Context: an optimization exercise on an open-source flow, tuned for small area, a short achievable clock period and few clock cycles. The choices shown serve that exercise and are no tape-out recipe.
Only simulation tests tie the RTL to the original design; equivalence was not proved.

## 11-02
==> flow/design.v <==
`default_nettype none
package rcc_pkg;
  localparam int SAMPLE_BITS    = 11;
  localparam int CHANNEL_COUNT  = 16;
  localparam int STICK_COUNT    = 4;
  localparam int CH_BITS        = 4;
  localparam int PACK_BITS      = STICK_COUNT * SAMPLE_BITS;
  localparam int VALUE_BITS     = 16;
  localparam int THR_BITS       = 11;
  localparam int CFG_INDEX_BITS = 3;
  localparam int CFG_DATA_BITS  = PACK_BITS;
  localparam logic [VALUE_BITS-1:0] SCALE_LOW_RST  = 16'hff01;   
  localparam logic [VALUE_BITS-1:0] SCALE_HIGH_RST = 16'd255;
  localparam logic [THR_BITS-1:0]   THR_LOW_RST    = 11'd200;
  localparam logic [THR_BITS-1:0]   THR_HIGH_RST   = 11'd1100;
endpackage
`default_nettype wire
`default_nettype none
import rcc_pkg::*;
module rc_channel_conditioner (
  input  wire                                   clk_i,
  input  wire                                   rst_ni,
  input  wire                                   cfg_valid_i,
  output logic                                  cfg_ready_o,
  input  wire  [rcc_pkg::CFG_INDEX_BITS-1:0]    cfg_index_i,
  input  wire  [rcc_pkg::CFG_DATA_BITS-1:0]     cfg_data_i,
  input  wire                                   in_valid_i,
  output logic                                  in_ready_o,
  input  wire  [rcc_pkg::CH_BITS-1:0]           channel_index_i,
  input  wire  [rcc_pkg::SAMPLE_BITS-1:0]       raw_value_i,
  input  wire                                   fail_safe_i,
  output logic                                  out_valid_o,
  input  wire                                   out_ready_i,
  output logic signed [rcc_pkg::VALUE_BITS-1:0] conditioned_value_o,
  output logic                                  rising_edge_o,
  output logic                                  falling_edge_o,
  output logic                                  zero_span_o
);
  logic [3:0][10:0] lo_q, hi_q;
  logic [3:0]       inv_q;
  logic [15:0]      sl_q, sh_q;
  logic [10:0]      tl_q, th_q;
  assign cfg_ready_o = 1'b1;
  always_ff @(posedge clk_i or negedge rst_ni) begin
    if (!rst_ni) begin
      lo_q  <= '0;
      hi_q  <= '1;
      inv_q <= '0;
      sl_q  <= SCALE_LOW_RST;
      sh_q  <= SCALE_HIGH_RST;
      tl_q  <= THR_LOW_RST;
      th_q  <= THR_HIGH_RST;
    end else if (cfg_valid_i) begin
      case (cfg_index_i)
        3'd0: lo_q  <= cfg_data_i;
        3'd1: hi_q  <= cfg_data_i;
        3'd2: inv_q <= cfg_data_i[3:0];
        3'd3: sl_q  <= cfg_data_i[15:0];
        3'd4: sh_q  <= cfg_data_i[15:0];
        3'd5: tl_q  <= cfg_data_i[10:0];
        3'd6: th_q  <= cfg_data_i[10:0];
        default: ;
      endcase
    end
  end
  logic [15:0] s_q;        
  logic        spos_q;     
  logic [15:0] nsl_q;      
  logic [3:0]  neg_q;      
  logic [3:0]  zs_q;       
  logic        cfg_hold;
  always_ff @(posedge clk_i or negedge rst_ni) begin
    if (!rst_ni) cfg_hold <= 1'b1;
    else         cfg_hold <= cfg_valid_i;
  end
  logic [16:0] s_full;
  assign s_full = {sh_q[15], sh_q} - {sl_q[15], sl_q};
  always_ff @(posedge clk_i) begin
    s_q    <= s_full[15:0];
    spos_q <= !s_full[16] && (s_full[15:0] != 16'd0);
    nsl_q  <= 16'd0 - sl_q;
    for (int i = 0; i < 4; i++) begin
      neg_q[i] <= (hi_q[i] < lo_q[i]);
      zs_q[i]  <= (hi_q[i] == lo_q[i]);
    end
  end
  logic [3:0] msb;
  logic [2:0] grp0;
  always_comb begin
    msb = 4'd0;
    for (int i = 0; i < 16; i++) if (s_q[i]) msb = 4'(i);
  end
  assign grp0 = msb[0] ? msb[3:1] : (msb[3:1] - 3'd1);
  logic        in_v, in_st, in_fs, in_zs, in_nz, in_go;
  logic [3:0]  in_ch;
  logic [11:0] in_d;       
  logic [11:0] in_nn;      
  logic [11:0] in_dmn;     
  logic [12:0] in_dm2n;    
  logic [2:0]  cnt;        
  logic [1:0]  bq;         
  logic [10:0] rq;
  logic [15:0] aq, cq;
  logic        pv, p_st, p_fs, p_zs;
  logic [3:0]  p_ch;
  logic        out_v;
  logic [15:0] oval;
  logic        orise, ofall, ozs;
  logic [15:0] zq;
  logic in_ng, in_sat, in_last, out_free, p_can, run, step, st_done;
  logic ns_direct, ns_hold, fire, in_leave;
  assign in_ng   = !in_fs && spos_q && !in_zs && in_nz && !in_d[11] && in_dmn[11] && (msb != 4'd0);
  assign in_sat  = spos_q && !in_zs && in_nz && !in_d[11] && !in_dmn[11];
  assign in_last = !in_ng || (cnt == 3'd0);
  assign out_free  = !out_v || out_ready_i;
  assign p_can     = !pv || out_free;
  assign run       = in_v && in_st && p_can;
  assign step      = run && in_ng;
  assign st_done   = run && in_last;
  assign ns_direct = in_v && !in_st && !pv && out_free;
  assign ns_hold   = in_v && !in_st && !pv && !out_free;
  assign fire      = (pv || (in_v && !in_st)) && out_free;
  assign in_leave  = st_done || ns_direct || ns_hold;
  assign in_ready_o = !cfg_hold && (!in_v || (!pv && (!in_st || in_last)));
  logic [1:0]  idx;
  logic [10:0] lo, hi, xr, ar, hr;
  logic        ng;
  logic [11:0] dsg, nn, dmn;
  logic [12:0] dm2n;
  assign idx = channel_index_i[1:0];
  assign lo  = lo_q[idx];
  assign hi  = hi_q[idx];
  assign ng  = neg_q[idx];
  assign xr   = raw_value_i ^ {11{ng}};
  assign ar   = lo ^ {11{ng}};
  assign hr   = hi ^ {11{ng}};
  assign dsg  = {1'b0, xr} - {1'b0, ar};                     
  assign nn   = {1'b0, ar} - {1'b0, hr};                     
  assign dmn  = {1'b0, xr} - {1'b0, hr};                     
  assign dm2n = {2'b0, xr} + {2'b0, ar} - {1'b0, hr, 1'b0};  
  always_ff @(posedge clk_i or negedge rst_ni) begin
    if (!rst_ni) begin
      in_v <= 1'b0;
    end else begin
      in_v <= in_ready_o ? in_valid_i : (in_v && !in_leave);
    end
  end
  always_ff @(posedge clk_i) begin
    if (in_ready_o) begin
      in_st   <= (channel_index_i[3:2] == 2'b00);
      in_ch   <= channel_index_i;
      in_fs   <= fail_safe_i;
      in_zs   <= zs_q[idx];
      in_nz   <= (raw_value_i != lo);
      in_d    <= (channel_index_i[3:2] == 2'b00) ? dsg : {1'b0, raw_value_i};
      in_nn   <= nn;
      in_dmn  <= dmn;
      in_dm2n <= dm2n;
      in_go   <= 1'b0;
      cnt     <= grp0;
      bq      <= s_q[{grp0, 1'b0} +: 2];
    end else if (step) begin
      in_go   <= 1'b1;
      cnt     <= cnt - 3'd1;
      bq      <= s_q[{cnt - 3'd1, 1'b0} +: 2];
    end
  end
  logic [2:0][10:0] r_s;
  logic [1:0]       dga, dgc;
  logic [1:0][10:0] t0;
  logic [1:0][12:0] t1, t2;
  always_comb begin
    r_s[0] = rq;
    for (int k = 0; k < 2; k++) begin
      t0[k] = {r_s[k][9:0], 1'b0} + (bq[1-k] ? in_d[10:0] : 11'd0);
      t1[k] = {1'b0, r_s[k], 1'b0} + (bq[1-k] ? {in_dmn[11], in_dmn} : {in_nn[11], in_nn});
      t2[k] = {1'b0, r_s[k], 1'b0} + (bq[1-k] ? in_dm2n : {in_nn, 1'b0});
      dgc[k] = !t2[k][12];
      dga[k] = !t1[k][12] && t2[k][12];
      r_s[k+1] = dgc[k] ? t2[k][10:0] : (dga[k] ? t1[k][10:0] : t0[k]);
    end
  end
  always_ff @(posedge clk_i) begin
    if (in_ready_o) begin
      rq <= msb[0] ? 11'd0 : dsg[10:0];
    end else if (step) begin
      rq <= r_s[2];
    end
    if (step) begin
      aq <= {(in_go ? aq[13:0] : 14'd0), dga[0], dga[1]};
      cq <= {(in_go ? cq[13:0] : 14'd0), dgc[0], dgc[1]};
    end else if (st_done) begin
      aq <= in_sat ? s_q : 16'd0;
      cq <= 16'd0;
    end else if (ns_hold) begin
      aq <= {4'd0, in_d};
    end
  end
  always_ff @(posedge clk_i or negedge rst_ni) begin
    if (!rst_ni) begin
      pv <= 1'b0;
    end else begin
      pv <= st_done || ns_hold || (pv && !out_free);
    end
  end
  always_ff @(posedge clk_i) begin
    if (st_done || ns_hold) begin
      p_st <= in_st;
      p_ch <= in_ch;
      p_fs <= in_fs;
      p_zs <= in_zs;
    end
  end
  logic        pinv;
  logic [15:0] base, x2, x3, cs_s, cs_k, k2, ssum, stick_val;
  logic        stick_zero;
  assign pinv = inv_q[p_ch[1:0]];
  assign base = pinv ? nsl_q : sl_q;
  assign x2   = aq ^ {16{pinv}};
  assign x3   = {cq[14:0], 1'b0} ^ {16{pinv}};
  assign cs_s = base ^ x2 ^ x3;
  assign cs_k = (base & x2) | (base & x3) | (x2 & x3);
  assign k2   = {cs_k[14:0], pinv};
  assign ssum = cs_s + k2 + {15'd0, pinv};
  assign stick_zero = p_fs || ((cs_s ^ k2) == {(cs_s[14:0] | k2[14:0]), pinv});
  assign stick_val  = p_fs ? 16'd0 :
                      ((pinv && ssum == 16'h8000) ? 16'h7fff : ssum);
  logic [10:0] nraw;
  logic [3:0]  nch;
  logic [11:0] dtl;
  logic        sw2, sw3, gt_th, lt_tl, gt_tl, zprev;
  logic [15:0] ns_val;
  logic        ns_zero, ns_keep;
  assign nraw  = pv ? aq[10:0] : in_d[10:0];
  assign nch   = pv ? p_ch : in_ch;
  assign sw2   = (nch == 4'd4) || (nch == 4'd6) || (nch == 4'd9);
  assign sw3   = (nch == 4'd5) || (nch == 4'd7) || (nch == 4'd8);
  assign gt_th = nraw > th_q;
  assign dtl   = {1'b0, nraw} - {1'b0, tl_q};
  assign lt_tl = dtl[11];
  assign gt_tl = !dtl[11] && (nraw != tl_q);
  assign zprev = zq[nch];
  always_comb begin
    ns_keep = 1'b0;
    if (sw2) begin
      if (gt_th)      ns_val = 16'd1;
      else if (lt_tl) ns_val = 16'd0;
      else begin
        ns_val  = {15'd0, zprev};
        ns_keep = 1'b1;
      end
    end else if (sw3) begin
      if (gt_th)      ns_val = 16'd2;
      else if (gt_tl) ns_val = 16'd1;
      else            ns_val = 16'd0;
    end else begin
      ns_val = {5'd0, nraw};
    end
  end
  assign ns_zero = (ns_val == 16'd0);
  logic        e_stick, e_zero, e_keep;
  logic [15:0] e_val;
  assign e_stick = pv && p_st;
  assign e_val   = e_stick ? stick_val : ns_val;
  assign e_zero  = e_stick ? stick_zero : ns_zero;
  assign e_keep  = !e_stick && ns_keep;
  always_ff @(posedge clk_i or negedge rst_ni) begin
    if (!rst_ni) begin
      zq    <= '1;
      out_v <= 1'b0;
    end else begin
      if (fire && !e_keep) zq[nch] <= e_zero;
      out_v <= fire || (out_v && !out_ready_i);
    end
  end
  always_ff @(posedge clk_i) begin
    if (fire) begin
      oval  <= e_val;
      orise <= zprev && !e_zero;
      ofall <= !zprev && e_zero;
      ozs   <= e_stick && p_zs;
    end
  end
  assign out_valid_o         = out_v;
  assign conditioned_value_o = oval;
  assign rising_edge_o       = orise;
  assign falling_edge_o      = ofall;
  assign zero_span_o         = ozs;
endmodule
`default_nettype wire
clock: 11.0 ns
lec_check: 0
cap_margin: 20
core_margin: 2
core_utilization: 35
cts_cluster_diameter: 60
cts_cluster_size: 30
setup_slack_margin: 5
slew_margin: 20
standard.sh (not shown) runs the stock make flow with config.mk's settings and CLKGATE_MAP_FILE= SYNTH_SCRIPT=/design/flow/synth_recipe.tcl, a recipe that flattens the netlist after the stock synthesis.
==> flow/flow/run.sh <==
#!/bin/bash
# The standard layout (standard.sh), with the input and output port
# buffers made of sky130_fd_sc_hd__buf_1 cells instead of the delay buffers
# the placer picks by default. Every port still gets its buffer.
set -euo pipefail
export BUFFER_PORTS_ARGS="-buffer_cell sky130_fd_sc_hd__buf_1"
bash standard.sh > standard.log 2>&1
Testbench counts of 11-02, summed over its fixed seeds: cycles 12,326.
The inputs of 10-08 differ from those of 11-02 as listed below.
-- flow/design.v --
<<< 11-02, line 66
  logic [15:0] s_q;        
  logic        spos_q;     
  logic [15:0] nsl_q;      
  logic [3:0]  neg_q;      
  logic [3:0]  zs_q;       
  logic        cfg_hold;
  always_ff @(posedge clk_i or negedge rst_ni) begin
>>> 10-08, line 66
  logic [15:0] s_q;        
  logic        spos_q;     
  logic        sdiv_q;     
  logic [3:0]  neg_q;      
  logic [15:0] nsl;        
  logic        cfg_hold;
  always_ff @(posedge clk_i or negedge rst_ni) begin
<<< 11-02, line 76
  logic [16:0] s_full;
  assign s_full = {sh_q[15], sh_q} - {sl_q[15], sl_q};
  always_ff @(posedge clk_i) begin
    s_q    <= s_full[15:0];
    spos_q <= !s_full[16] && (s_full[15:0] != 16'd0);
    nsl_q  <= 16'd0 - sl_q;
    for (int i = 0; i < 4; i++) begin
      neg_q[i] <= (hi_q[i] < lo_q[i]);
      zs_q[i]  <= (hi_q[i] == lo_q[i]);
    end
  end
  logic [3:0] msb;
>>> 10-08, line 76
  logic [16:0] s_full;
  assign s_full = {sh_q[15], sh_q} - {sl_q[15], sl_q};
  assign nsl  = 16'd0 - sl_q;
  always_ff @(posedge clk_i) begin
    s_q    <= s_full[15:0];
    spos_q <= !s_full[16] && (s_full[15:0] != 16'd0);
    sdiv_q <= !s_full[16] && (s_full[15:1] != 15'd0);
    for (int i = 0; i < 4; i++) neg_q[i] <= (hi_q[i] < lo_q[i]);
  end
  logic [3:0] msb;
<<< 11-02, line 110
  logic in_ng, in_sat, in_last, out_free, p_can, run, step, st_done;
  logic ns_direct, ns_hold, fire, in_leave;
  assign in_ng   = !in_fs && spos_q && !in_zs && in_nz && !in_d[11] && in_dmn[11] && (msb != 4'd0);
  assign in_sat  = spos_q && !in_zs && in_nz && !in_d[11] && !in_dmn[11];
  assign in_last = !in_ng || (cnt == 3'd0);
>>> 10-08, line 108
  logic in_ng, in_sat, in_last, out_free, p_can, run, step, st_done;
  logic ns_direct, ns_hold, fire, in_leave;
  assign in_ng   = !in_fs && sdiv_q && !in_zs && in_nz && !in_d[11] && in_dmn[11];
  assign in_sat  = spos_q && !in_zs && in_nz && !in_d[11] && !in_dmn[11];
  assign in_last = !in_ng || (cnt == 3'd0);
<<< 11-02, line 151
      in_ch   <= channel_index_i;
      in_fs   <= fail_safe_i;
      in_zs   <= zs_q[idx];
      in_nz   <= (raw_value_i != lo);
      in_d    <= (channel_index_i[3:2] == 2'b00) ? dsg : {1'b0, raw_value_i};
>>> 10-08, line 149
      in_ch   <= channel_index_i;
      in_fs   <= fail_safe_i;
      in_zs   <= (lo == hi);
      in_nz   <= (raw_value_i != lo);
      in_d    <= (channel_index_i[3:2] == 2'b00) ? dsg : {1'b0, raw_value_i};
<<< 11-02, line 216
  logic        stick_zero;
  assign pinv = inv_q[p_ch[1:0]];
  assign base = pinv ? nsl_q : sl_q;
  assign x2   = aq ^ {16{pinv}};
  assign x3   = {cq[14:0], 1'b0} ^ {16{pinv}};
>>> 10-08, line 214
  logic        stick_zero;
  assign pinv = inv_q[p_ch[1:0]];
  assign base = pinv ? nsl : sl_q;
  assign x2   = aq ^ {16{pinv}};
  assign x3   = {cq[14:0], 1'b0} ^ {16{pinv}};
Summary of the comparison: core area is lower in 10-08, relative to 11-02.
Against 11-02, 10-08 comes in 0.026 ns higher on hold slack.
The final critical-path required period of 10-08 is higher than that of 11-02.
Looking at top metal layer carrying routed signals, the met5 result is from 10-08; the met4 one comes from 11-02.
Area added between synthesis and finish in 10-08 is 1.0 points above 11-02.
Non-clock buffer count up 9 in 10-08 wrt 11-02
Compared with 11-02, 10-08 shows a register-to-register slack that is 0.08 ns lower.
10-08 vs. 11-02: post-detailed-routing wire length saw an increase; overall routing resource usage went up.
When the final numbers for 11-02 and 10-08 were put side by side, the final non-filler cell area turned out to be smaller in 10-08.
Taking 11-02 as the reference, in 10-08 die footprint has decreased; worst-skew pair later-pin latency shows an increase of 0.02 ns.
10-08 vs 11-02, launching element of the worst setup path: channel_index_i[0] vs s_q[6]
Testbench counts of 10-08, summed over its fixed seeds: cycles 12,326.

==> afterwards: timing with drivers on the ports <==
How much do the figures lean on ideal ports? The routed layouts below were timed once more, with nothing changed but the port constraints. Step 1 (the two cells are an assumption about what drives the block):
set clk [get_ports {clk_i}]
set_driving_cell -lib_cell sky130_fd_sc_hd__clkbuf_16 $clk
set_driving_cell -lib_cell sky130_fd_sc_hd__buf_2 [delete_from_list [all_inputs] $clk]
Step 2 also shifts input and output timing later by t, the mid clock arrival at the registers, as if the neighbouring blocks saw the same clock. Slacks: ideal / step 1 / step 2; pairs: ideal / step 1.
| run | shift t [ns] | slack for setup (ns) | slew at the worst register clock pin (ns) |
|---|---|---|---|
| 11-02 | 0.639 | 5.258 / 5.206 / 4.696 | 0.09 / 0.09 |
| 10-08 | 0.657 | 5.246 / 5.274 / 4.617 | 0.11 / 0.11 |
After both steps every run listed still meets setup and hold. The setup slack of 10-08, which loses most, moves by +0.028 ns with the drivers and by -0.629 ns with both steps.
